What follows belongs to an exercise in optimizing a design on an open flow for small area; a production flow would make more cautious choices.
Only simulation tests tie the RTL to the original design; equivalence was not proved.
Power is estimated from default activity; no workload was simulated.

// rfu
module rfu #(
    parameter int NR_GPR = 32
) (
    input  logic         clock,
    input  logic         reset,
    input  logic         ifu_valid_i,
    input  logic [31:0]  ifu_pc_i,
    input  logic [31:0]  ifu_inst_i,
    input  logic         wb_valid_i,
    input  logic         wb_gr_we_i,
    input  logic [4:0]   wb_rd_i,
    input  logic [31:0]  wb_wdata_i,
    input  logic         wb_csr_we_i,
    input  logic [11:0]  wb_csr_addr_i,
    input  logic [31:0]  wb_csr_wdata_i,
    input  logic         wb_excp_i,
    input  logic         wb_xret_i,
    input  logic [31:0]  wb_pc_i,
    output logic [191:0] rfu_deu_bus_o,
    output logic         valid_o,
    output logic [31:0]  csr_mtvec_o,
    output logic [31:0]  csr_mepc_o
);
    logic gr_we, csr_we, excp, xret;
    assign gr_we  = wb_valid_i && wb_gr_we_i;
    assign csr_we = wb_valid_i && wb_csr_we_i;
    assign excp   = wb_valid_i && wb_excp_i;
    assign xret   = wb_valid_i && wb_xret_i && !wb_excp_i;
    logic [31:0] gpr [1:NR_GPR-1];
    logic [NR_GPR-1:0] wsel;           
    logic [31:0] wd;                   
    assign wd = wb_wdata_i & {32{~reset}};
    always_comb begin
        wsel = '0;
        for (int j = 1; j < NR_GPR; j++)
            wsel[j] = gr_we && wb_rd_i == 5'(j);
    end
    for (genvar j = 1; j < NR_GPR; j++) begin : g_gpr
        always_ff @(posedge clock)
            if (reset || wsel[j]) gpr[j] <= wd;
    end
    logic [NR_GPR-1:0] sel1, sel2;     
    logic [31:0] rs1_value, rs2_value;
    always_comb begin
        sel1 = '0;
        sel2 = '0;
        for (int j = 1; j < NR_GPR; j++) begin
            sel1[j] = ifu_inst_i[19:15] == 5'(j) && !wsel[j] && !reset;
            sel2[j] = ifu_inst_i[24:20] == 5'(j) && !wsel[j] && !reset;
            sel1[0] = sel1[0] || (ifu_inst_i[19:15] == 5'(j) && wsel[j] && !reset);
            sel2[0] = sel2[0] || (ifu_inst_i[24:20] == 5'(j) && wsel[j] && !reset);
        end
    end
    for (genvar b = 0; b < 32; b++) begin : g_rd
        logic [NR_GPR-1:0] col;        
        always_comb begin
            col[0] = wb_wdata_i[b];
            for (int j = 1; j < NR_GPR; j++) col[j] = gpr[j][b];
        end
        rfu_rdbit #(.N(NR_GPR)) u_rs1 (.sel(sel1), .d(col), .y(rs1_value[b]));
        rfu_rdbit #(.N(NR_GPR)) u_rs2 (.sel(sel2), .d(col), .y(rs2_value[b]));
    end
  ...
For scale: roughly 3100 cells after synthesis, about 1300 flip-flops, about 440 I/O pins, ~52000 µm² of cells after synthesis.
==> flow/config.mk <==
export PLATFORM = sky130hd
export DESIGN_NAME = rfu
export DESIGN_NICKNAME = rfu
export VERILOG_FILES = /design/flow/design.v
export SDC_FILE = /design/flow/constraint.sdc
export NUM_CORES = 4
export LEC_CHECK = 0
export CAP_MARGIN = 10
export CORE_MARGIN = 2
export CORE_UTILIZATION = 60
export SLEW_MARGIN = 10
export SYNTH_HIERARCHICAL = 1
export SYNTH_MINIMUM_KEEP_SIZE = 0
==> flow/constraint.sdc <==
create_clock -name core_clock -period 5.0 [get_ports {clock}]
set_input_delay 1.0000 -clock core_clock [delete_from_list [all_inputs] [get_ports {clock}]]
set_output_delay 1.0000 -clock core_clock [all_outputs]
set_load 0.01 [all_outputs]
standard.sh (not shown) runs the stock make flow with config.mk's settings and CLKGATE_MAP_FILE= SYNTH_SCRIPT=/design/flow/synth_recipe.tcl, a recipe that flattens the netlist after the stock synthesis.
==> flow/flow/run.sh <==
#!/bin/bash
set -euo pipefail
export BUFFER_PORTS_ARGS="-buffer_cell sky130_fd_sc_hd__buf_1"
export CTS_ARGS="-sink_clustering_enable -repair_clock_nets -dont_use_dummy_load -buf_list sky130_fd_sc_hd__clkbuf_4 -sink_clustering_size 8 -sink_clustering_max_diameter 40"
bash standard.sh finish > make_finish.log 2>&1
The baseline ran to the end with no violations.
Edit:
==> flow/run.sh (new file) <==
#!/bin/bash
# synth_recipe.tcl (not shown) runs the flow's synth.tcl, then flattens the netlist and writes it again
# the make line also repeats each setting of config.mk as NAME=value (left out here)
make -C /OpenROAD-flow-scripts/flow DESIGN_CONFIG=/design/flow/config.mk WORK_HOME=/design/flow/orfs CLKGATE_MAP_FILE= SYNTH_SCRIPT=/design/flow/synth_recipe.tcl finish
--- a/flow/config.mk
+++ b/flow/config.mk
@@ -8,5 +8,8 @@
 export CAP_MARGIN = 10
 export CORE_MARGIN = 2
-export CORE_UTILIZATION = 60
+export CORE_UTILIZATION = 40
+export CTS_BUF_LIST = sky130_fd_sc_hd__clkbuf_4
+export CTS_CLUSTER_DIAMETER = 40
+export CTS_CLUSTER_SIZE = 8
 export SLEW_MARGIN = 10
 export SYNTH_HIERARCHICAL = 1
removed: flow/flow/run.sh
removed: flow/standard.sh
The new run completed without violations.
Final area went up by 8.3%.
Cell count is higher by 14%.
Non-clock buffer count climbs by 18.
Total power rises by 9.1%.
Fmax is lower by 15%.
Die area goes up by 49%.
Worst hold slack improved by 150 ps.
Wire length goes up by 5.3%.
Utilization fell by 19 points.
Global-route usage came out lower by 13 points.
Sequential cell count is unchanged.
Edit:
==> flow/flow/run.sh (new file) <==
#!/bin/bash
set -euo pipefail
export BUFFER_PORTS_ARGS="-buffer_cell sky130_fd_sc_hd__buf_1"
export CTS_ARGS="-sink_clustering_enable -repair_clock_nets -dont_use_dummy_load -buf_list sky130_fd_sc_hd__clkbuf_4 -sink_clustering_size 8 -sink_clustering_max_diameter 40"
bash standard.sh finish > make_finish.log 2>&1
==> flow/standard.sh (new file) <==
#!/bin/bash
# synth_recipe.tcl (not shown) runs the flow's synth.tcl, then flattens the netlist and writes it again
# the make line also repeats each setting of config.mk as NAME=value (left out here)
make -C /OpenROAD-flow-scripts/flow DESIGN_CONFIG=/design/flow/config.mk WORK_HOME=/design/flow/orfs CLKGATE_MAP_FILE= SYNTH_SCRIPT=/design/flow/synth_recipe.tcl "${@:-finish}"
--- a/flow/config.mk
+++ b/flow/config.mk
@@ -9,7 +9,4 @@
 export CORE_MARGIN = 2
 export CORE_UTILIZATION = 40
-export CTS_BUF_LIST = sky130_fd_sc_hd__clkbuf_4
-export CTS_CLUSTER_DIAMETER = 40
-export CTS_CLUSTER_SIZE = 8
 export SLEW_MARGIN = 10
 export SYNTH_HIERARCHICAL = 1
removed: flow/run.sh
=> Synthesized area stays the same; register-to-register slack improved by 120 ps; critical path depth stays the same; synthesized cell count stays the same; utilization falls by 2.7 points.
Edit:
--- a/flow/config.mk
+++ b/flow/config.mk
@@ -8,5 +8,5 @@
 export CAP_MARGIN = 10
 export CORE_MARGIN = 2
-export CORE_UTILIZATION = 40
+export CORE_UTILIZATION = 50
 export SLEW_MARGIN = 10
 export SYNTH_HIERARCHICAL = 1
Worst setup slack gains 170 ps.
Via count came out lower slightly.
Routed wire length came out lower by a few percent.
Global-route usage came out higher by 6.7 points.

Setup of trial 81:
rfu, a different RTL version from the one above (not shown whole).
Size in the first run: roughly 1300 flip-flops, ~0.052 mm^2 of cells after synthesis.
clock: 5.0 ns
lec_check: 0
cap_margin: 20
core_margin: 2
core_utilization: 40
slew_margin: 20
synth_hierarchical: 1
synth_minimum_keep_size: 0
run.sh (not shown) runs the stock make flow with config.mk's settings and CLKGATE_MAP_FILE= SYNTH_SCRIPT=/design/flow/synth_recipe.tcl, a recipe that flattens the netlist after the stock synthesis.
Stock flow here: none of the scripts above is used.
Trial 81 completed every stage of the flow, and the final layout passed the timing, design-rule and antenna checks.
diff inputs: trial 81 => trial 93
==> flow/flow/run.sh (new file) <==
#!/bin/bash
set -euo pipefail
export CTS_ARGS="-sink_clustering_enable -repair_clock_nets -dont_use_dummy_load -buf_list sky130_fd_sc_hd__clkbuf_4 -sink_clustering_size 8 -sink_clustering_max_diameter 40"
bash standard.sh finish > make_finish.log 2>&1
==> flow/standard.sh (new file) <==
#!/bin/bash
# synth_recipe.tcl (not shown) runs the flow's synth.tcl, then flattens the netlist and writes it again
# the make line also repeats each setting of config.mk as NAME=value (left out here)
make -C /OpenROAD-flow-scripts/flow DESIGN_CONFIG=/design/flow/config.mk WORK_HOME=/design/flow/orfs CLKGATE_MAP_FILE= SYNTH_SCRIPT=/design/flow/synth_recipe.tcl "${@:-finish}"
removed: flow/run.sh
==> comparison <==
- Lower total power goes to trial 93 over trial 81.
- Looking at trial 81 and trial 93, the wire length is a wash.
- In trial 93, slew at the pin with the worst max-slew slack is higher than in trial 81.
- There was hardly any difference in count of vias placed by the detailed router between trial 93 and trial 81.

-- port drivers added, routing unchanged --
The results above use ideal ports. As a check the final layouts listed here were re-extracted and re-timed, cells and wires unchanged. Step 1 (the two cells are an assumption about what drives the block):
set clk [get_ports {clock}]
set_driving_cell -lib_cell sky130_fd_sc_hd__clkbuf_16 $clk
set_driving_cell -lib_cell sky130_fd_sc_hd__buf_2 [delete_from_list [all_inputs] $clk]
Step 2 moves the port delays by t, midway between the first and last clock arrival at a register: inputs arrive t later, outputs are due t later. That takes back most of the time a late clock gives input paths. a / b / c = ideal / step 1 / step 2; a / b = the first two.
| run | t, ns | setup WS [ns] | worst data-port slew with drivers (ns) | pins driven straight from the clock port |
|---|---|---|---|---|
| the first run of note 1 | 1.168 | 0.992 / 0.922 / 0.094 | 0.18 | 1 |
| the second run of note 1 | 1.240 | 0.294 / 0.227 / -0.405 | 0.20 | 1 |
| the third run of note 1 | 1.254 | 0.704 / 0.634 / -0.062 | 0.19 | 1 |
| the fourth run of note 1 | 1.188 | 0.874 / 0.803 / 0.013 | 0.19 | 1 |
| trial 81 | 0.826 | 0.732 / 0.695 / -0.089 | 0.22 | 1 |
| trial 93 | 1.248 | 0.370 / 0.305 / -0.069 | 0.19 | 1 |
Met with ideal ports but missed after step 2: setup timing in the second run of note 1, the third run of note 1, trial 81 and trial 93. The setup slack of the first run of note 1, which loses most, moves by -0.070 ns with the drivers and by -0.898 ns with both steps.
